From an optimization exercise on the open Yosys and OpenROAD flow, aimed at small area, a short achievable clock period and few clock cycles; shortcuts taken in it are not production practice.
In this exercise RTL edits were held to simulation tests only and were not proved equivalent to the original.
Power and IR drop assume default switching activity.

## run.sh

```bash
#!/bin/bash
# synth_recipe.tcl (not shown) runs the flow's synth.tcl, then flattens the netlist and writes it again
# the make line also repeats each setting of config.mk as NAME=value (left out here)
make -C /OpenROAD-flow-scripts/flow DESIGN_CONFIG=/design/flow/config.mk WORK_HOME=/design/flow/orfs CLKGATE_MAP_FILE= SYNTH_SCRIPT=/design/flow/synth_recipe.tcl finish
```

## constraint.sdc

```tcl
create_clock -name core_clock -period 5.0 [get_ports {clk}]
set_input_delay 1.0000 -clock core_clock [delete_from_list [all_inputs] [get_ports {clk}]]
set_output_delay 1.0000 -clock core_clock [all_outputs]
set_load 0.01 [all_outputs]
```

## design.v

```verilog
module midpoint_circle_generator #(
  parameter int COORD_BITS  = 16,
  parameter int RADIUS_BITS = 14
) (
  input  logic                   clk,
  input  logic                   rst,
  input  logic                   cmd_valid,
  output logic                   cmd_ready,
  input  logic                   cmd_action,
  input  logic [COORD_BITS-1:0]  cmd_center_x,
  input  logic [COORD_BITS-1:0]  cmd_center_y,
  input  logic [RADIUS_BITS-1:0] cmd_radius,
  input  logic                   cmd_fill,
  input  logic                   pix_ready,
  output logic                   pix_valid,
  output logic [COORD_BITS:0]    pix_x_start,
  output logic [COORD_BITS:0]    pix_y_start,
  output logic [COORD_BITS:0]    pix_x_end,
  output logic [COORD_BITS:0]    pix_y_end,
  output logic                   pix_last_of_item,
  output logic                   pix_circle_done
);
  localparam int EB = 16;   
  localparam int SB = COORD_BITS + 1;
  localparam int RB = RADIUS_BITS;
  function automatic logic [SB-1:0] add_ks(input logic [SB-1:0] a, input logic [SB-1:0] b,
                                           input logic cin);
    logic [SB-1:0] g, pp, gn, pn, c;
    g  = a & b;
    pp = a ^ b;
    g[0] = g[0] | (pp[0] & cin);
    pn = pp;
    for (int d = 1; d < SB; d = d * 2) begin
      gn = g;
      for (int i = d; i < SB; i++) begin
        gn[i] = g[i] | (pn[i] & g[i-d]);
      end
      for (int i = SB - 1; i >= d; i--) begin
        pn[i] = pn[i] & pn[i-d];
      end
      g = gn;
    end
    c = {g[SB-2:0], cin};
    add_ks = pp ^ c;
  endfunction
  function automatic logic [5:0] form(input logic st, input logic fl, input logic [2:0] kk);
    logic [5:0] f;
    if (st && fl) begin
      case (kk[0])
        1'b0:    f = 6'b100100;
        default: f = 6'b000011;
      endcase
    end else if (st) begin
      case (kk[1:0])
        2'd0:    f = 6'b100000;
        2'd1:    f = 6'b110100;
        2'd2:    f = 6'b000000;
        default: f = 6'b001011;
      endcase
    end else if (fl) begin
      case (kk[1:0])
        2'd0:    f = 6'b000100;
        2'd1:    f = 6'b001110;
        2'd2:    f = 6'b111010;
        default: f = 6'b110001;
      endcase
    end else begin
      case (kk)
        3'd0:    f = 6'b000000;
        3'd1:    f = 6'b010100;
        3'd2:    f = 6'b001010;
        3'd3:    f = 6'b011110;
        3'd4:    f = 6'b111110;
        3'd5:    f = 6'b101010;
        3'd6:    f = 6'b110100;
        default: f = 6'b100001;
      endcase
    end
    form = f;
  endfunction
  logic          jv;       
  logic          start;
  logic          fill;
  logic [2:0]    k;        
  logic          run;      
  logic [15:0]   cx;
  logic [15:0]   cy;
  logic [RB-1:0] ox;
  logic [RB-1:0] oy;
  logic [EB-1:0] e;
  logic          e_ph1;    
  logic          e_ph2;    
  logic          p1;       
  logic          sw, xsn, ysn, xen, yen, lst;   
  logic          load, give, free, accept, take_start, take_step;
  logic          p;
  logic [RB-1:0] x, y, x_nx, y_nx;
  logic [EB-1:0] e_nx;
  logic [RB:0]   ymx;      
  logic          run_nx;
  logic [5:0]    f_give;
  assign load       = !pix_valid || pix_ready;
  assign give       = jv && load;
  assign free       = !jv || (lst && load);
  assign cmd_ready  = free;
  assign accept     = cmd_valid && free;
  assign take_start = accept && !cmd_action;
  assign take_step  = accept && cmd_action && run;
  assign x      = sw ? oy : ox;
  assign y      = sw ? ox : oy;
  assign p      = !e[EB-1];
  assign x_nx   = x + 1'b1;
  assign y_nx   = y - p;
  assign ymx    = {1'b0, y} - {1'b0, x};
  assign run_nx = !ymx[RB] && (ymx[RB-1:0] >= (p ? 14'd3 : 14'd2));
  assign e_nx   = e + (e_ph1 ? {1'b0, ox, 1'b1} : ~{1'b0, oy, 1'b0}) + {15'd0, !e_ph1};
  assign f_give = form(start, fill, k + 1'b1);
  always_ff @(posedge clk) begin
    if (rst) begin
      jv  <= 1'b0;
      run <= 1'b0;
    end else if (take_start) begin
      jv  <= 1'b1;
      run <= (cmd_radius != '0);
    end else if (take_step) begin
      jv  <= 1'b1;
      run <= run_nx;
    end else if (give && lst) begin
      jv  <= 1'b0;
    end
  end
  always_ff @(posedge clk) begin
    if (rst) begin
      e_ph1 <= 1'b0;
      e_ph2 <= 1'b0;
    end else begin
      e_ph1 <= take_step;
      e_ph2 <= e_ph1 && p1;
    end
  end
  always_ff @(posedge clk) begin
    if (take_start) begin
      cx <= cmd_center_x;
      cy <= cmd_center_y;
    end
  end
  always_ff @(posedge clk) begin
    if (take_start) begin
      e <= -({2'b00, cmd_radius});
    end else if (e_ph1 || e_ph2) begin
      e <= e_nx;
    end
  end
  always_ff @(posedge clk) begin
    if (take_step) begin
      p1 <= p;
    end
  end
  always_ff @(posedge clk) begin
    if (take_start) begin
      start <= 1'b1;
      fill  <= cmd_fill;
      k     <= 3'd0;
      {sw, xsn, ysn, xen, yen, lst} <= {3'b100, cmd_fill, 2'b00};
      ox    <= cmd_radius;
      oy    <= '0;
    end else if (take_step) begin
      start <= 1'b0;
      k     <= 3'd0;
      {sw, xsn, ysn, xen, yen, lst} <= {3'b000, fill, 2'b00};
      ox    <= x_nx;
      oy    <= y_nx;
    end else if (give) begin
      k     <= k + 1'b1;
      {sw, xsn, ysn, xen, yen, lst} <= f_give;
      if (f_give[5] != sw) begin
        ox <= oy;
        oy <= ox;
      end
    end
  end
  logic [SB-1:0] cx_e, cy_e, ox_e, oy_e;
  assign cx_e = {cx[15], cx};
  assign cy_e = {cy[15], cy};
  assign ox_e = {3'b000, ox};
  assign oy_e = {3'b000, oy};
  always_ff @(posedge clk) begin
    if (rst) begin
      pix_valid <= 1'b0;
    end else if (load) begin
      pix_valid <= jv;
    end
  end
  always_ff @(posedge clk) begin
    if (give) begin
      pix_x_start      <= add_ks(cx_e, ox_e ^ {SB{xsn}}, xsn);
      pix_y_start      <= add_ks(cy_e, oy_e ^ {SB{ysn}}, ysn);
      pix_x_end        <= add_ks(cx_e, ox_e ^ {SB{xen}}, xen);
      pix_y_end        <= add_ks(cy_e, oy_e ^ {SB{yen}}, yen);
      pix_last_of_item <= lst;
      pix_circle_done  <= !run;
    end
  end
endmodule
```

## config.mk

```make
export PLATFORM = sky130hd
export DESIGN_NAME = midpoint_circle_generator
export DESIGN_NICKNAME = midpoint_circle_generator
export VERILOG_FILES = /design/flow/design.v
export SDC_FILE = /design/flow/constraint.sdc
export NUM_CORES = 4
export LEC_CHECK = 0
export ABC_AREA = 1
export CAP_MARGIN = 20
export CORE_MARGIN = 2
export CORE_UTILIZATION = 40
export SETUP_SLACK_MARGIN = 2.5
export SLEW_MARGIN = 20
```

==> results of run 1 <==
==> metrics by stage <==
step,instances,cell area (sq um)
2_1_floorplan,1467,12000
3_3_place_gp,1932,13500
3_5_place_dp,1932,13500
4_1_cts,2045,15000
5_1_grt,2107,16100
6_report,2107,16100
==> flip-flops by register name (all words and copies together), names as in the netlist, 3 cells and up <==
signal and flops:
cx 16, pix_y_end 17, ox 14, pix_x_end 17, k 3, cy 16, e 16, pix_y_start 17
oy 14, pix_x_start 17
==> critical path, cell delays in order, from the launching register on <==
cell	delay, ps
edfxtp_1	420
buf_6	160
buf_6	110
nand2_4	60
o21ai_4	70
fa_2	430
o21ai_4	210
a21oi_4	90
o21ai_2	140
nand3_1	90
and2_4	160
o21ai_4	160
nand2_2	90
nor2_2	90
o31ai_1	70
==> cells in the final DEF, fill, tap and decap left out, types with 8 or more instances in the layout <==
master,Yosys,final
inv_2,3,15
dfxtp_4,0,10
nand3_2,2,14
o21ai_0,86,61
a21oi_1,110,94
nand2_2,8,34
xnor2_1,25,22
edfxtp_1,135,135
buf_6,5,26
o21ai_2,6,22
ha_4,0,10
nor2_1,85,69
dfxtp_1,28,13
clkbuf_16,0,19
a31oi_1,10,9
a21oi_2,1,15
xor2_1,109,105
nand2_4,3,10
nand3_1,60,48
nand2_1,366,332
o21ai_4,0,12
a22oi_1,11,11
nand4_1,12,12
buf_4,0,116
ha_1,89,75
inv_1,161,144
o21ai_1,27,24
nor2_2,3,13
clkdlybuf4s50_1,0,113
nor3_1,11,8
==> power groups by stage <==
stage	clock, W	combinational [W]	sequential (W)
6_report	0.00134	0.00589	0.00235
5_1_grt	0.00141	0.00654	0.00238
4_1_cts	0.00136	0.00506	0.00234
3_5_place_dp	0	0.00441	0.00240
3_3_place_gp	0	0.00435	0.00239
2_1_floorplan	0	0.00344	0.00219
==> cell usage after synthesis (4+ instances only) <==
| cell | n | area share, % |
|---|---|---|
| nand2_1 | 366 | 12 |
| inv_1 | 161 | 5.1 |
| edfxtp_1 | 135 | 34 |
| a21oi_1 | 110 | 4.6 |
| xor2_1 | 109 | 8.0 |
| ha_1 | 89 | 9.4 |
| o21ai_0 | 86 | 3.6 |
| nor2_1 | 85 | 2.7 |
| nand3_1 | 60 | 2.5 |
| buf_2 | 28 | 1.2 |
| dfxtp_1 | 28 | 4.7 |
| o21ai_1 | 27 | 1.1 |
| xnor2_1 | 25 | 1.8 |
| clkbuf_1 | 19 | 0.60 |
| nand4_1 | 12 | 0.63 |
| a22oi_1 | 11 | 0.69 |
| nor3_1 | 11 | 0.46 |
| a31oi_1 | 10 | 0.53 |
| nand2_2 | 8 | 0.42 |
| o21ai_2 | 6 | 0.44 |
| o31ai_1 | 6 | 0.38 |
| a21boi_1 | 5 | 0.32 |
| buf_6 | 5 | 0.47 |
| fa_1 | 5 | 0.84 |
| o22ai_1 | 5 | 0.26 |
| o211ai_1 | 4 | 0.25 |
| or2_2 | 4 | 0.21 |
==> worst max path at each step <==
stage / startpoint / to / slack, ps / cells after the start
CTS: xen / pix_x_end[13] / 2410 / 14
global placement: pix_ready / ox[13] / 1430 / 12
floorplan: cmd_radius[2] / e[15] / 2490 / 13
detailed placement: pix_ready / ox[13] / 1440 / 12
finish: ox[0] / pix_x_end[16] / 2420 / 14
global route: ox[0] / pix_x_end[16] / 2340 / 14
==> metal layers <==
metal  vias to the layer above  part of all wire (%)  track usage (%)
met5                         -                     0                0
met4                         0                   2.0             4.82
met3                        46                   5.6             3.27
met2                       317                    48             36.0
met1                      5115                    44             27.8
li1                       5395                     -                -
==> cell families after synthesis <==
| group | synth area share [%] |
|---|---|
| compound gates | 13.5 |
| xor+xnor | 9.87 |
| fa+ha+maj | 10.2 |
| simple gates | 20.1 |
| flops | 38.8 |
| buf+inv | 7.60 |
==> final cells by class <==
type / instances / area [sq um] / area share, %
multi-input combinational: 1083 / 7220 / 44.7
sequential: 163 / 4660 / 28.9
timing repair buffer: 272 / 2520 / 15.6
inverter: 166 / 646 / 4.00
clock buffer: 23 / 500 / 3.10
tap: 390 / 488 / 3.02
clock inverter: 9 / 91.3 / 0.566
timing repair inverter: 1 / 7.51 / 0.0465
==> what timing repair did <==
item	in CTS	in global routing
setup endpoints to repair	158	70
pin swaps	58	97
gates resized for setup	141	164
buffers inserted	77	62
gates cloned	4	0
==> impl_metrics.sql, run 1 <==
INSERT INTO impl_metrics (metric_group, metric, value, unit) VALUES
('outcome', 'status', 'finished clean', ''),
('power', 'seq_power_share', '24.5', '%'),
('sta', 'post-route-worst-setup-slack', '2420', 'ps'),
('synth', 'sequential_to_total_area_share_from_yosys_stat', '38.8', '%'),
('global_routing', 'initial_antenna_violation_count', '0', ''),
('synth', 'synth-edff-count', '135', ''),
('synth', 'synth_cells', '1467', ''),
('sta', 'fin_crit_share', '51.7', '%'),
('route', 'detail_route.wirelength', '33800', 'um'),
('worst_setup_path', 'timing.critical_path.arrival', '2770', 'ps'),
('synth', 'number_of_warning_messages_in_the_yosys_log', '1', ''),
('clock_tree', 'clock_h_tree_levels', '4', ''),
('floorplanning', 'core.rowCount', '63', ''),
('power', 'logic_gate_share_of_total_power', '61.5', '%'),
('sta', 'max_freq', '387', 'MHz'),
('synth', 'share_of_synthesized_flip_flops_with_an_asynchronous_set_or_reset', '0', '%'),
('power', 'power_density', '594', 'mW/mm^2'),
('final_layout', 'area_growth', '35.6', '%'),
('sta', 'maxSlewHeadroom', '57.8', '%'),
('clock_tree', 'worst_skew_pair.late_latency', '430', 'ps'),
('worst_setup_path', 'crit_path_max_fanout', '4', ''),
('floorplanning', 'chipWidth', '176', 'um'),
('synth', 'ys_dominant_reg_cell', 'edfxtp_1', ''),
('sta', 'final_setup_violation_count', '0', ''),
('power', 'p_int', '0.00540', 'W'),
('clock_tree', 'root_buffer', 'clkbuf_16', ''),
('route', 'routed_wire_length_per_instance', '16.0', 'um'),
('clock_tree', 'cts.path.max_buffers', '2', ''),
('sta', 'final_hold_viol_count', '0', ''),
('worst_setup_path', 'critical_path_source_type', 'register', ''),
('job', 'drv_cap', '0', ''),
('global_routing', 'grt_overflow_total', '0', ''),
('synth', 'synth_cell_type_count', '53', ''),
('floorplanning', 'placeableCoreArea', '0.0295', 'sq mm'),
('clock_tree', 'tritoncts.num_buffers', '17', ''),
('floorplanning', 'fp.dieH', '176', 'um'),
('sta', 'total_negative_slack_for_setup_checks', '0', 'ps'),
('global_routing', 'grt_pass1_wl', '51500', 'um'),
('route', 'drt_first_pass_iters', '5', ''),
('min_path', 'hold_path_end', 'e_ph2', ''),
('clock_tree', 'cts.sink_count', '163', ''),
('final_layout', 'insertedDiodeCount', '0', ''),
('sta', 'max_slew.worst_pin.slew', '633', 'ps'),
('global_routing', 'number_of_global_route_vias_before_repair', '10300', ''),
('place', 'io_buffers', '123', ''),
('min_path', 'whs_path_depth', '2', ''),
('route', 'detailedRoute.firstIterationViolations', '794', ''),
('route', 'final_routed_drc_violation_total', '0', ''),
('floorplanning', 'start_util', '40.3', '%'),
('min_path', 'hold_path_class', 'reg2reg', ''),
('power', 'post-layout-total-power', '0.00958', 'W'),
('sta', 'final_max_slew_viol_count', '0', ''),
('place', 'preCtsSetupSlack', '1440', 'ps'),
('power', 'clockPowerShare', '14.0', '%'),
('worst_setup_path', 'regToRegSetupSlack', '2420', 'ps'),
('synth', 'synth.avg_cell_area', '8.11', 'sq um'),
('synth', 'synthesis.area', '0.0119', 'sq mm'),
('route', 'drtAntennaViolNets', '0', ''),
('synth', 'mappedNetlistNets', '1613', ''),
('clock_tree', 'cts_tree', 'built', ''),
('min_path', 'hold_start', 'p1', ''),
('sta', 'post-route-min-period', '2580', 'ps'),
('worst_setup_path', 'required_time_of_the_worst_setup_path', '5190', 'ps'),
('sta', 'final_worst_clock_skew', '19.9', 'ps'),
('final_layout', 'final_net_count', '1850', ''),
('power', 'vdd_ir_drop_max', '276', 'uV'),
('clock_tree', 'clk_pin_slew_worst_paths', '70', 'ps'),
('worst_setup_path', 'worst_setup_path_end_kind', 'register', ''),
('power', 'switching_share', '43.6', '%'),
('power', 'switchingPower', '0.00418', 'W'),
('final_layout', 'proportion_of_layout_cells_with_a_drive_suffix_above_1', '23.5', '%');
Testbench counts, summed over its fixed seeds: cycles 38,852.
==> inputs of run 2 (changes only) <==
--- a/config.mk
+++ b/config.mk
@@ -10,4 +10,4 @@
 export CORE_MARGIN = 2
-export CORE_UTILIZATION = 40
-export SETUP_SLACK_MARGIN = 2.5
+export CORE_UTILIZATION = 65
+export SETUP_SLACK_MARGIN = 2.3
 export SLEW_MARGIN = 20
==> run 2 against run 1 <==
Net effect: synthesized cell count did not move; critical endpoint unchanged; sequential cell count unchanged; clock power barely moved.
==> impl_metrics.sql, run 2 <==
INSERT INTO impl_metrics (metric_group, metric, value, unit) VALUES
('global_routing', 'number_of_global_route_vias_before_repair', '10500', ''),
('sta', 'post-route-min-period', '2950', 'ps'),
('global_routing', 'grt_overflow_total', '0', ''),
('clock_tree', 'cts-hold-fix-buffers', '0', ''),
('route', 'routed_via_density', '6.01', ''),
('worst_setup_path', 'crit_path_cell_trace', 'buf_4 > xor2_2 > ha_1 > nand2_1 > o21ai_2 > a21oi_2 > o21ai_2 > nand3_1 > and2_4 > o21ai_4 > nand2_2 > nor2_2 > o31ai_2', ''),
('route', 'detailroute.via_count', '11300', ''),
('synth', 'synthesis.area', '0.0119', 'sq mm'),
('synth', 'mappedNetlistNets', '1613', ''),
('synth', 'post_synth_main_area_contributors', 'edfxtp_1 34%, nand2_1 12%, ha_1 9.4%', ''),
('global_routing', 'grt_start_max_net_pins', '82', ''),
('synth', 'synth-edff-count', '135', ''),
('worst_setup_path', 'critical_path_source_type', 'register', ''),
('clock_tree', 'tritoncts.num_buffers', '17', ''),
('final_layout', 'layout.filler_cells', '1082', ''),
('global_routing', 'grt_usage', '33.5', '%'),
('sta', 'max_freq', '339', 'MHz'),
('place', 'preCtsSetupSlack', '1530', 'ps'),
('place', 'io_buffers', '123', ''),
('power', 'power_density', '601', 'mW/mm^2'),
('synth', 'synth.largest_area_cell', 'edfxtp_1', ''),
('sta', 'final_setup_violation_count', '0', ''),
('power', 'post-layout-total-power', '0.00889', 'W'),
('synth', 'ys_dominant_reg_cell', 'edfxtp_1', ''),
('synth', 'synth.avg_cell_area', '8.11', 'sq um'),
('sta', 'maxSlewHeadroom', '43.0', '%'),
('sta', 'fin_crit_share', '58.9', '%'),
('min_path', 'hold_path_class', 'reg2reg', ''),
('route', 'detail_route.wirelength', '35200', 'um'),
('final_layout', 'proportion_of_layout_cells_with_a_drive_suffix_above_1', '15.0', '%'),
('worst_setup_path', 'cpMostUsedCell', 'o21ai_2', ''),
('sta', 'final_hold_viol_count', '0', ''),
('worst_setup_path', 'worst_path_max_delay_cell', 'edfxtp_1', ''),
('worst_setup_path', 'worst_setup_path_end_kind', 'register', ''),
('route', 'final_routed_drc_violation_total', '0', ''),
('synth', 'sequential_to_total_area_share_from_yosys_stat', '38.8', '%'),
('outcome', 'status', 'finished clean', ''),
('sta', 'total_negative_slack_for_setup_checks', '0', 'ps'),
('synth', 'synth_cell_type_count', '53', ''),
('floorplanning', 'die-area', '0.0194', 'sq mm'),
('worst_setup_path', 'timing.critical_path.arrival', '3130', 'ps'),
('synth', 'number_of_warning_messages_in_the_yosys_log', '1', ''),
('worst_setup_path', 'required_time_of_the_worst_setup_path', '5180', 'ps'),
('worst_setup_path', 'worst-setup-path-type', 'reg2reg', ''),
('synth', 'postSynthRegisterBits', '163', ''),
('route', 'drtAntennaViolNets', '0', ''),
('power', 'clockPowerShare', '14.9', '%'),
('route', 'routed_wire_length_per_instance', '18.7', 'um'),
('place', 'dp_hpwl', '23100', 'um'),
('final_layout', 'most-common-layout-cells', '346 x nand2_1, 150 x inv_1, 135 x edfxtp_1, 115 x clkdlybuf4s50_1, 107 x xor2_1', ''),
('sta', 'max_slew.worst_pin.slew', '855', 'ps'),
('synth', 'share_of_synthesized_flip_flops_with_an_asynchronous_set_or_reset', '0', '%'),
('final_layout', 'sequential_cell_area', '0.00464', 'sq mm'),
('floorplanning', 'ioPinCount', '124', ''),
('route', 'drt_first_pass_iters', '5', ''),
('final_layout', 'multi_input_area', '0.00675', 'sq mm'),
('job', 'drv_cap', '0', ''),
('worst_setup_path', 'crit_path_max_fanout', '4', ''),
('worst_setup_path', 'critPathBufInv', '1', ''),
('clock_tree', 'worst_skew_pair.late_latency', '440', 'ps'),
('floorplanning', 'placeableCoreArea', '0.0180', 'sq mm'),
('worst_setup_path', 'slowest_stage_delay_cp', '500', 'ps'),
('final_layout', 'finish.utilization', '82.4', '%'),
('power', 'p_int', '0.00484', 'W'),
('final_layout', 'mostFrequentLayoutCell', 'nand2_1', ''),
('sta', 'final_max_slew_viol_count', '0', ''),
('floorplanning', 'start_util', '66.2', '%'),
('global_routing', 'grt_pass1_wl', '52200', 'um'),
('floorplanning', 'chipWidth', '139', 'um'),
('clock_tree', 'clk_pin_slew_worst_paths', '70', 'ps'),
('final_layout', 'fin_area', '0.0148', 'sq mm'),
('sta', 'final_worst_clock_skew', '14.2', 'ps'),
('clock_tree', 'root_buffer', 'clkbuf_16', ''),
('place', 'finalWeightedCongestion', '0.916', ''),
('clock_tree', 'clock_h_tree_levels', '4', ''),
('power', 'logic_gate_share_of_total_power', '58.4', '%'),
('final_layout', 'area_growth', '24.4', '%'),
('clock_tree', 'cts.path.max_buffers', '2', ''),
('power', 'p_leak', '6.68', 'nW'),
('power', 'switchingPower', '0.00404', 'W'),
('clock_tree', 'cts_tree', 'built', ''),
('synth', 'post_synth_most_frequent_cells', '366 x nand2_1, 161 x inv_1, 135 x edfxtp_1', ''),
('route', 'detailedRoute.firstIterationViolations', '1303', ''),
('clock_tree', 'cts.sink_count', '163', ''),
('global_routing', 'initial_antenna_violation_count', '0', ''),
('synth', 'synth_cells', '1467', ''),
('final_layout', 'final_net_count', '1786', ''),
('floorplanning', 'core.rowCount', '49', ''),
('floorplanning', 'fp.dieH', '139', 'um'),
('synth', 'synth_largest_type_area_fraction', '34.1', '%'),
('worst_setup_path', 'critical-path-top-delay-family', 'compound AO/OA/AOI/OAI gates', ''),
('place', 'placed_area', '0.0132', 'sq mm'),
('sta', 'unrepaired_setup_endpoints_after_global_routing', 'true', ''),
('power', 'vdd_ir_drop_max', '339', 'uV'),
('sta', 'post-route-worst-setup-slack', '2050', 'ps'),
('power', 'seq_power_share', '26.7', '%'),
('power', 'switching_share', '45.5', '%'),
('synth', 'yosys.cell_count.top_type', 'nand2_1', ''),
('final_layout', 'insertedDiodeCount', '0', '');
## run 2: cell counts after synthesis
Identical to the previous run, type by type.
## run 2: area by class of cell
| type | count | share of cell area, % |
|---|---|---|
| well taps | 229 | 1.94 |
| inverters | 166 | 4.25 |
| clock inverters | 14 | 1.02 |
| multi-input cells | 1083 | 45.6 |
| clock buffers | 18 | 2.90 |
| flip-flops and latches | 163 | 31.4 |
| repair buffers | 209 | 12.9 |
## run 2: path summary, 6_finish.rpt
path / start / to / slack (ps) / cells past startpoint
max: ox[2] / pix_x_end[16] / 2050 / 13
min: run / pix_circle_done / 470 / 1
max reg2reg: ox[2] / pix_x_end[16] / 2050 / 13
min reg2reg: run / pix_circle_done / 470 / 1
## run 2: repair_timing
action,in CTS,in global routing
endpoints found under the setup margin,93,60
pin swaps,14,42
setup buffers,43,34
resized for setup,54,96
cloned,0,0
## run 2: cell families after synthesis
kind of cell    synth area share [%]
fa+ha+maj                       10.2
xor+xnor                        9.87
simple gates                    20.1
buf+inv                         7.60
compound gates                  13.5
flops                           38.8
## run 2: metrics by stage
step / cells / hold WS [ps]
after floorplan: 1467 / 431
after global placement: 1773 / 458
after detailed placement: 1773 / 464
after CTS: 1848 / 471
after global routing: 1882 / 513
final: 1882 / 473
## run 2: per-layer routing
metal	track usage, %	share of wire, %
met4	14.8	4.9
met5	0	0
met1	42.0	38
met3	6.68	9.5
met2	56.4	48
## run 2: power by group through the flow
stage	logic [W]	registers [W]	clock network, W
6_report	0.00519	0.00238	0.00132
5_1_grt	0.00572	0.00240	0.00137
4_1_cts	0.00460	0.00236	0.00131
3_5_place_dp	0.00438	0.00242	0
3_3_place_gp	0.00424	0.00241	0
2_1_floorplan	0.00342	0.00219	0
==> inputs of run 3 (changes only) <==
--- a/design.v
+++ b/design.v
@@ -45,8 +45,9 @@
   endfunction
-  function automatic logic [5:0] form(input logic st, input logic fl, input logic [2:0] kk);
-    logic [5:0] f;
+  function automatic logic [6:0] form(input logic st, input logic fl, input logic [2:0] kk);
+    logic [6:0] f;
     if (st && fl) begin
-      case (kk[0])
-        1'b0:    f = 6'b100100;
-        default: f = 6'b000011;
+      case (kk[1:0])
+        2'd0:    f = 7'b1001000;
+        2'd1:    f = 7'b0000010;
+        default: f = 7'b0010101;
       endcase
@@ -54,6 +55,6 @@
       case (kk[1:0])
-        2'd0:    f = 6'b100000;
-        2'd1:    f = 6'b110100;
-        2'd2:    f = 6'b000000;
-        default: f = 6'b001011;
+        2'd0:    f = 7'b1000000;
+        2'd1:    f = 7'b1101000;
+        2'd2:    f = 7'b0000000;
+        default: f = 7'b0010100;
       endcase
@@ -61,6 +62,6 @@
       case (kk[1:0])
-        2'd0:    f = 6'b000100;
-        2'd1:    f = 6'b001110;
-        2'd2:    f = 6'b111010;
-        default: f = 6'b110001;
+        2'd0:    f = 7'b0001000;
+        2'd1:    f = 7'b0011000;
+        2'd2:    f = 7'b1110000;
+        default: f = 7'b1100100;
       endcase
@@ -68,10 +69,10 @@
       case (kk)
-        3'd0:    f = 6'b000000;
-        3'd1:    f = 6'b010100;
-        3'd2:    f = 6'b001010;
-        3'd3:    f = 6'b011110;
-        3'd4:    f = 6'b111110;
-        3'd5:    f = 6'b101010;
-        3'd6:    f = 6'b110100;
-        default: f = 6'b100001;
+        3'd0:    f = 7'b0000000;
+        3'd1:    f = 7'b0101000;
+        3'd2:    f = 7'b0010000;
+        3'd3:    f = 7'b0111000;
+        3'd4:    f = 7'b1111000;
+        3'd5:    f = 7'b1010000;
+        3'd6:    f = 7'b1101000;
+        default: f = 7'b1000100;
       endcase
@@ -93,3 +94,3 @@
   logic          p1;       
-  logic          sw, xsn, ysn, xen, yen, lst;   
+  logic          sw, xsn, yn, xen, lst, part, yeo;   
   logic          load, give, free, accept, take_start, take_step;
@@ -100,3 +101,3 @@
   logic          run_nx;
-  logic [5:0]    f_give;
+  logic [6:0]    f_give;
   assign load       = !pix_valid || pix_ready;
@@ -163,3 +164,3 @@
       k     <= 3'd0;
-      {sw, xsn, ysn, xen, yen, lst} <= {3'b100, cmd_fill, 2'b00};
+      {sw, xsn, yn, xen, lst, part, yeo} <= {3'b100, cmd_fill, 3'b000};
       ox    <= cmd_radius;
@@ -169,3 +170,3 @@
       k     <= 3'd0;
-      {sw, xsn, ysn, xen, yen, lst} <= {3'b000, fill, 2'b00};
+      {sw, xsn, yn, xen, lst, part, yeo} <= {3'b000, fill, 3'b000};
       ox    <= x_nx;
@@ -174,4 +175,4 @@
       k     <= k + 1'b1;
-      {sw, xsn, ysn, xen, yen, lst} <= f_give;
-      if (f_give[5] != sw) begin
+      {sw, xsn, yn, xen, lst, part, yeo} <= f_give;
+      if (f_give[6] != sw) begin
         ox <= oy;
@@ -190,3 +191,14 @@
     end else if (load) begin
-      pix_valid <= jv;
+      pix_valid <= jv && !part;
+    end
+  end
+  logic [SB-1:0] y_sum;
+  assign y_sum = add_ks(cy_e, oy_e ^ {SB{yn}}, yn);
+  always_ff @(posedge clk) begin
+    if (give && !yeo) begin
+      pix_x_start      <= add_ks(cx_e, ox_e ^ {SB{xsn}}, xsn);
+      pix_y_start      <= y_sum;
+      pix_x_end        <= add_ks(cx_e, ox_e ^ {SB{xen}}, xen);
+      pix_last_of_item <= lst || part;
+      pix_circle_done  <= !run;
     end
@@ -195,8 +207,3 @@
     if (give) begin
-      pix_x_start      <= add_ks(cx_e, ox_e ^ {SB{xsn}}, xsn);
-      pix_y_start      <= add_ks(cy_e, oy_e ^ {SB{ysn}}, ysn);
-      pix_x_end        <= add_ks(cx_e, ox_e ^ {SB{xen}}, xen);
-      pix_y_end        <= add_ks(cy_e, oy_e ^ {SB{yen}}, yen);
-      pix_last_of_item <= lst;
-      pix_circle_done  <= !run;
+      pix_y_end <= y_sum;
     end
--- a/config.mk
+++ b/config.mk
@@ -10,4 +10,4 @@
 export CORE_MARGIN = 2
-export CORE_UTILIZATION = 65
-export SETUP_SLACK_MARGIN = 2.3
+export CORE_UTILIZATION = 40
+export SETUP_SLACK_MARGIN = 2.5
 export SLEW_MARGIN = 20
==> run 3 against run 2 <==
Net effect: register-to-register slack improved by 370 ps; first-iteration DRC count fell by 51%; clock skew barely moved; power rose by 6.1%; highest routed layer unchanged; largest cell class unchanged; critical endpoint is now pix_x_start[14]; global-route usage fell by 12 points; count of clock-buffer cells in the layout rose by 7.
==> impl_metrics.sql, run 3 <==
INSERT INTO impl_metrics (metric_group, metric, value, unit) VALUES
('route', 'detailroute.via_count', '10100', ''),
('sta', 'fin_crit_share', '51.5', '%'),
('synth', 'synth.largest_area_cell', 'edfxtp_1', ''),
('synth', 'synth.avg_cell_area', '8.31', 'sq um'),
('floorplanning', 'ioPinCount', '124', ''),
('floorplanning', 'chipWidth', '172', 'um'),
('synth', 'synth_cells', '1351', ''),
('worst_setup_path', 'crit_path_cell_trace', 'buf_6 > xor2_1 > fa_2 > nand3_1 > nand2_1 > a21o_1 > a21oi_2 > o21ai_2 > a21boi_2 > o21ai_2 > nand2_1 > nand2_1 > xor2_1', ''),
('synth', 'synth_cell_type_count', '55', ''),
('global_routing', 'grt_overflow_total', '0', ''),
('route', 'drtAntennaViolNets', '0', ''),
('clock_tree', 'cts.sink_count', '164', ''),
('sta', 'total_negative_slack_for_setup_checks', '0', 'ps'),
('synth', 'post_synth_main_area_contributors', 'edfxtp_1 36%, nand2_1 12%, ha_1 8.5%', ''),
('floorplanning', 'start_util', '40.5', '%'),
('worst_setup_path', 'worst-setup-path-type', 'reg2reg', ''),
('final_layout', 'mostFrequentLayoutCell', 'nand2_1', ''),
('synth', 'yosys.cell_count.top_type', 'nand2_1', ''),
('clock_tree', 'cts_tree', 'built', ''),
('place', 'finalWeightedCongestion', '0.875', ''),
('sta', 'max_slew.worst_pin.slew', '712', 'ps'),
('clock_tree', 'clock_h_tree_levels', '4', ''),
('synth', 'post_synth_most_frequent_cells', '360 x nand2_1, 143 x inv_1, 135 x edfxtp_1', ''),
('worst_setup_path', 'slowest_stage_delay_cp', '450', 'ps'),
('power', 'post-layout-total-power', '0.00943', 'W'),
('outcome', 'status', 'finished clean', ''),
('global_routing', 'initial_antenna_violation_count', '0', ''),
('route', 'routed_via_density', '5.14', ''),
('route', 'topRoutingLayerUsed', 'met4', ''),
('global_routing', 'grt_pass1_wl', '48900', 'um'),
('sta', 'unrepaired_setup_endpoints_after_global_routing', 'true', ''),
('sta', 'final_worst_clock_skew', '14.4', 'ps'),
('sta', 'hold_ws', '508', 'ps'),
('synth', 'mappedNetlistNets', '1483', ''),
('synth', 'postSynthRegisterBits', '164', ''),
('final_layout', 'layout.filler_cells', '2431', ''),
('final_layout', 'insertedDiodeCount', '0', ''),
('worst_setup_path', 'crit_path_max_fanout', '5', ''),
('clock_tree', 'root_buffer', 'clkbuf_16', ''),
('route', 'detailroute.wirelength.met3', '1830', 'um'),
('route', 'routed_wire_length_per_instance', '16.6', 'um'),
('min_path', 'hold_path_class', 'reg2reg', ''),
('route', 'met2_length', '15600', 'um'),
('worst_setup_path', 'critPathBufInv', '1', ''),
('final_layout', 'area_growth', '38.3', '%'),
('global_routing', 'grt_start_max_net_pins', '68', ''),
('synth', 'number_of_warning_messages_in_the_yosys_log', '1', ''),
('sta', 'final_max_slew_viol_count', '0', ''),
('worst_setup_path', 'critical-path-top-delay-family', 'compound AO/OA/AOI/OAI gates', ''),
('final_layout', 'most-common-layout-cells', '318 x nand2_1, 135 x edfxtp_1, 129 x inv_1, 116 x clkdlybuf4s50_1, 82 x buf_4', ''),
('route', 'detail_route.wirelength', '32700', 'um'),
('sta', 'maxSlewHeadroom', '52.6', '%'),
('worst_setup_path', 'cpMostUsedCell', 'nand2_1', ''),
('final_layout', 'final_net_count', '1705', ''),
('clock_tree', 'cts.path.max_buffers', '2', ''),
('route', 'final_routed_drc_violation_total', '0', ''),
('sta', 'max_freq', '388', 'MHz'),
('worst_setup_path', 'timing.critical_path.arrival', '2750', 'ps'),
('clock_tree', 'worst_skew_pair.late_latency', '430', 'ps'),
('floorplanning', 'placeableCoreArea', '0.0277', 'sq mm'),
('place', 'dp_hpwl', '22400', 'um'),
('route', 'detailedRoute.firstIterationViolations', '642', ''),
('worst_setup_path', 'required_time_of_the_worst_setup_path', '5180', 'ps'),
('clock_tree', 'tritoncts.num_buffers', '17', ''),
('job', 'drv_cap', '0', ''),
('floorplanning', 'fp.dieH', '172', 'um'),
('synth', 'synth_largest_type_area_fraction', '36.1', '%'),
('route', 'drt_first_pass_iters', '5', ''),
('final_layout', 'proportion_of_layout_cells_with_a_drive_suffix_above_1', '24.7', '%'),
('floorplanning', 'core.rowCount', '61', ''),
('power', 'p_leak', '6.70', 'nW'),
('worst_setup_path', 'worst_path_max_delay_cell', 'edfxtp_1', ''),
('synth', 'sequential_to_total_area_share_from_yosys_stat', '41.3', '%'),
('synth', 'share_of_synthesized_flip_flops_with_an_asynchronous_set_or_reset', '0', '%'),
('sta', 'final_setup_violation_count', '0', ''),
('global_routing', 'grt_usage', '21.6', '%'),
('synth', 'synthesis.area', '0.0112', 'sq mm'),
('power', 'power_density', '607', 'mW/mm^2'),
('worst_setup_path', 'worst_setup_path_end_kind', 'register', ''),
('floorplanning', 'die-area', '0.0294', 'sq mm'),
('worst_setup_path', 'critical_path_source_type', 'register', ''),
('route', 'routed_metal_1_wirelength', '14400', 'um'),
('synth', 'ys_dominant_reg_cell', 'edfxtp_1', ''),
('power', 'vdd_ir_drop_max', '239', 'uV'),
('clock_tree', 'clk_pin_slew_worst_paths', '70', 'ps'),
('synth', 'synth-edff-count', '135', ''),
('sta', 'post-route-min-period', '2580', 'ps'),
('sta', 'final_hold_viol_count', '0', ''),
('place', 'io_buffers', '123', ''),
('global_routing', 'number_of_global_route_vias_before_repair', '9454', '');
[run 3: changes by cell type after synthesis, moves of 4 or more]
| cell | delta |
|---|---|
| xor2_1 | -30 |
| nand3b_1 | +5 |
| clkbuf_1 | -4 |
| nand2_1 | -6 |
| a22oi_1 | -9 |
| nand3_1 | -7 |
| o21ai_0 | -12 |
| buf_2 | -9 |
| o21ai_1 | -4 |
| ha_1 | -13 |
| a21oi_1 | -21 |
| inv_1 | -18 |
| o221ai_1 | +9 |
[run 3: worst min-delay path, stage by stage, from the launching register on]
cell and delay, ps:
dfxtp_1 340, nand2_1 70, a21oi_1 50
[run 3: kinds of logic (layout without fill, tap and decap cells)]
kind of cell             Yosys count  count (layout)  synth area share (%)
XOR/XNOR                         103             103                  8.10
buffers and inverters            195             430                  7.16
multiplexers                       2               2                 0.178
adder cells (fa/ha/maj)           80              80                  9.18
flip-flops                       164             164                  41.3
AND/OR/NAND/NOR                  556             556                  21.3
AO/OA/AOI/OAI                    251             251                  12.8
[run 3: layer usage]
layer  vias to the layer above  track usage, %
met3                        59            3.70
met5                         -               0
met4                         0            8.29
met1                      4716            28.3
met2                       324            35.7
li1                       4993               -
[run 3: area by class of cell]
cell class	instances	area, sq um	share of cell area (%)
clock buffers	25	551	3.54
clock inverters	7	53.8	0.346
inverters	149	594	3.83
multi-input cells	992	6730	43.3
flip-flops and latches	164	4670	30.0
well taps	378	473	3.04
repair buffers	249	2460	15.9
[run 3: timing repair]
action | 4_1_cts | 5_1_grt
endpoints found under the setup margin | 220 | 73
buffers inserted | 68 | 49
gates cloned | 3 | 0
pin swaps | 62 | 108
gates resized for setup | 135 | 177
hold buffers | 0 | 0
[run 3: where the power goes]
group          total (W)  internal, W  leakage, nW  switching, W
registers        0.00236      0.00205         1.50      0.000314
clock network    0.00135     0.000774        0.299      0.000573
logic            0.00572      0.00253         4.90       0.00320
total            0.00943      0.00535         6.70       0.00408
[run 3: per-stage QoR]
step / area (sq um) / utilization (%) / setup slack (ps) / instances
after detailed placement: 12800 / 46.2 / 1070 / 1812
after global placement: 12800 / 46.2 / 1140 / 1812
final: 15500 / 56.1 / 2420 / 1964
after CTS: 14400 / 52.1 / 2420 / 1915
after floorplan: 11300 / - / 2460 / 1351
after global routing: 15500 / 56.1 / 2270 / 1964
[run 3: worst paths after layout]
path	end	cells past startpoint	startpoint	slack [ps]
max	pix_x_start[14]	13	ox[1]	2420
min	pix_valid	2	jv	510
max reg2reg	pix_x_start[14]	13	ox[1]	2420
min reg2reg	pix_valid	2	jv	510
Testbench counts of run 3, summed over its fixed seeds: cycles 39,002.
==> inputs of run 4 (changes only) <==
==> flow/run.sh (new file) <==
#!/bin/bash
# The standard layout (standard.sh, unchanged synthesis and steps), except that the port
# buffers it inserts are plain sky130_fd_sc_hd__buf_1 cells rather than the default delay
# cells; the timing repairs resize them where needed. Every port still gets its buffer.
set -euo pipefail
export BUFFER_PORTS_ARGS="-buffer_cell sky130_fd_sc_hd__buf_1"
bash standard.sh > standard.log 2>&1
==> standard.sh (new file) <==
#!/bin/bash
# synth_recipe.tcl (not shown) runs the flow's synth.tcl, then flattens the netlist and writes it again
# the make line also repeats each setting of config.mk as NAME=value (left out here)
make -C /OpenROAD-flow-scripts/flow DESIGN_CONFIG=/design/flow/config.mk WORK_HOME=/design/flow/orfs CLKGATE_MAP_FILE= SYNTH_SCRIPT=/design/flow/synth_recipe.tcl "${@:-finish}"
--- a/config.mk
+++ b/config.mk
@@ -11,2 +11,3 @@
 export CORE_UTILIZATION = 40
+export CTS_BUF_LIST = sky130_fd_sc_hd__clkbuf_8
 export SETUP_SLACK_MARGIN = 2.5
removed: run.sh
==> run 4 against run 3 <==
Net effect: clock power shrank 26%; sequential power is essentially flat; largest cell class unchanged; sequential share of layout area grew 2.6 points; critical path depth rose by 2; die area unchanged; largest power group unchanged; still clean on timing, DRC and antenna.
==> impl_metrics.sql, run 4 <==
INSERT INTO impl_metrics (metric_group, metric, value, unit) VALUES
('clock_tree', 'cts.path.max_buffers', '2', ''),
('floorplanning', 'core.rowCount', '61', ''),
('final_layout', 'multi_input_area', '0.00655', 'sq mm'),
('synth', 'number_of_warning_messages_in_the_yosys_log', '1', ''),
('outcome', 'status', 'finished clean', ''),
('final_layout', 'proportion_of_layout_cells_with_a_drive_suffix_above_1', '22.7', '%'),
('clock_tree', 'root_buffer', 'clkbuf_8', ''),
('clock_tree', 'cts_tree', 'built', ''),
('worst_setup_path', 'required_time_of_the_worst_setup_path', '5250', 'ps'),
('floorplanning', 'placeableCoreArea', '0.0277', 'sq mm'),
('clock_tree', 'clk_pin_slew_worst_paths', '110', 'ps'),
('synth', 'postSynthRegisterBits', '164', ''),
('worst_setup_path', 'timing.critical_path.arrival', '2840', 'ps'),
('synth', 'share_of_synthesized_flip_flops_with_an_asynchronous_set_or_reset', '0', '%'),
('power', 'post-layout-total-power', '0.00870', 'W'),
('synth', 'synth_largest_type_area_fraction', '36.1', '%'),
('place', 'dp_hpwl', '22400', 'um'),
('floorplanning', 'fp.dieH', '172', 'um'),
('route', 'detailroute.via_count', '10100', ''),
('synth', 'synth_cell_type_count', '55', ''),
('sta', 'unrepaired_setup_endpoints_after_global_routing', 'true', ''),
('floorplanning', 'die-area', '0.0294', 'sq mm'),
('place', 'io_buffers', '123', ''),
('floorplanning', 'start_util', '40.5', '%'),
('power', 'p_leak', '6.20', 'nW'),
('min_path', 'hold_path_class', 'reg2reg', ''),
('final_layout', 'layout.filler_cells', '2573', ''),
('global_routing', 'grt_pass1_wl', '48600', 'um'),
('place', 'place.detailed.instances', '1812', ''),
('route', 'routed_via_density', '5.15', ''),
('synth', 'synth-edff-count', '135', ''),
('final_layout', 'most-common-layout-cells', '328 x nand2_1, 135 x edfxtp_1, 131 x inv_1, 121 x buf_1, 106 x buf_4', ''),
('power', 'power_density', '608', 'mW/mm^2'),
('route', 'detailedRoute.firstIterationViolations', '694', ''),
('global_routing', 'initial_antenna_violation_count', '0', ''),
('place', 'finalWeightedCongestion', '0.908', ''),
('power', 'vdd_ir_drop_max', '189', 'uV'),
('clock_tree', 'cts.sink_count', '164', ''),
('job', 'drv_cap', '0', ''),
('global_routing', 'grt_usage', '21.5', '%'),
('clock_tree', 'tritoncts.num_buffers', '17', ''),
('final_layout', 'layout.cells.non_filler', '1966', ''),
('route', 'drtAntennaViolNets', '0', ''),
('sta', 'fin_crit_share', '51.7', '%'),
('route', 'routed_wire_length_per_instance', '16.4', 'um'),
('sta', 'max_slew.worst_pin.slew', '763', 'ps'),
('worst_setup_path', 'worst-setup-path-type', 'reg2reg', ''),
('clock_tree', 'worst_skew_pair.late_latency', '480', 'ps'),
('sta', 'total_negative_slack_for_setup_checks', '0', 'ps');
-- run 4: cell counts after synthesis --
No cell type changed its count.
-- run 4: per-layer routing --
metal	wire, um	global-route usage [%]
met1	14400	29.3
met4	500	6.04
met3	1930	2.83
met2	15500	35.6
met5	0	0
-- run 4: final cells by class --
cell class / instances / area share (%)
timing repair buffer: 250 / 11.4
tap: 378 / 3.31
sequential: 164 / 32.7
clock buffer: 17 / 1.64
inverter: 149 / 4.12
multi-input combinational: 993 / 45.8
clock inverter: 15 / 1.07
-- run 4: cells by family (layout without fill, tap and decap cells) --
logic type / after synthesis / count (layout) / share of synthesized area, %
XOR/XNOR: 103 / 103 / 8.10
flip-flops: 164 / 164 / 41.3
AO/OA/AOI/OAI: 251 / 251 / 12.8
AND/OR/NAND/NOR: 556 / 557 / 21.3
adder cells (fa/ha/maj): 80 / 80 / 9.18
multiplexers: 2 / 2 / 0.178
buffers and inverters: 195 / 431 / 7.16
-- run 4: power by group --
group	switching, W	total (W)	leakage, nW	internal, W
registers	0.000286	0.00233	1.50	0.00205
logic	0.00312	0.00536	4.51	0.00224
clock network	0.000554	0.00100	0.194	0.000447
-- run 4: worst max-delay path, stage by stage, from the launching register on --
cell and delay, ps:
edfxtp_1 440, buf_4 160, nand2_1 60, o21ai_2 80, ha_1 410, nand2_2 100
buf_4 140, buf_4 130, buf_4 120, buf_4 120, buf_4 120, buf_4 120
buf_4 120, buf_4 120, nand2_2 50, o22ai_1 60
-- run 4: per-stage QoR --
step	instance area, sq um	setup WS [ps]
finish	14300	2410
global route	14300	2270
CTS	13300	2380
detailed placement	12000	1420
global placement	12000	1490
floorplan	11300	2460
-- run 4: final timing paths --
path | start | end | cells past startpoint
worst max register to register | ox[2] | e[3] | 15
worst min register to register | p1 | e_ph2 | 2
worst max-delay path | ox[2] | e[3] | 15
worst min-delay path | p1 | e_ph2 | 2
-- run 4: timing repair --
item	4_1_cts	5_1_grt
setup buffers	60	58
cloned	4	0
setup endpoints to repair	116	76
pin swaps	55	84
gates resized for setup	101	136

-- port drivers added, routing unchanged --
In the flow no input, the clock included, has a driving cell. The finished layouts below were timed again as built, in two steps.
Step 1 sets driving cells, clkbuf_16 on the clock port and buf_2 on the other inputs (assumed; they add their load-dependent delay and slew).
Step 2, shift: input delay + t, output delay - t, t = (earliest + latest rising clock arrival at the registers) / 2. This alone moves slack from input paths to output paths.
Slacks: ideal / step 1 / step 2; pairs: ideal / step 1.
run | t (ns) | setup slack, ns | hold slack, ns | worst setup path at the end | worst slew at a driven data input, ns
run 1 | 0.477 | 2.416 / 2.416 / 2.068 | 0.480 / 0.480 / 0.480 | input to register | 0.04
run 2 | 0.479 | 2.053 / 2.053 / 1.845 | 0.473 / 0.473 / 0.473 | input to register | 0.05
run 3 | 0.477 | 2.424 / 2.424 / 2.104 | 0.508 / 0.508 / 0.508 | input to register | 0.06
run 4 | 0.516 | 2.414 / 2.414 / 2.074 | 0.513 / 0.513 / 0.513 | input to register | 0.05
After both steps every run listed still meets setup and hold. For run 1, which loses most, drivers alone change the setup slack by 0.000 ns; drivers and shift together by -0.348 ns.
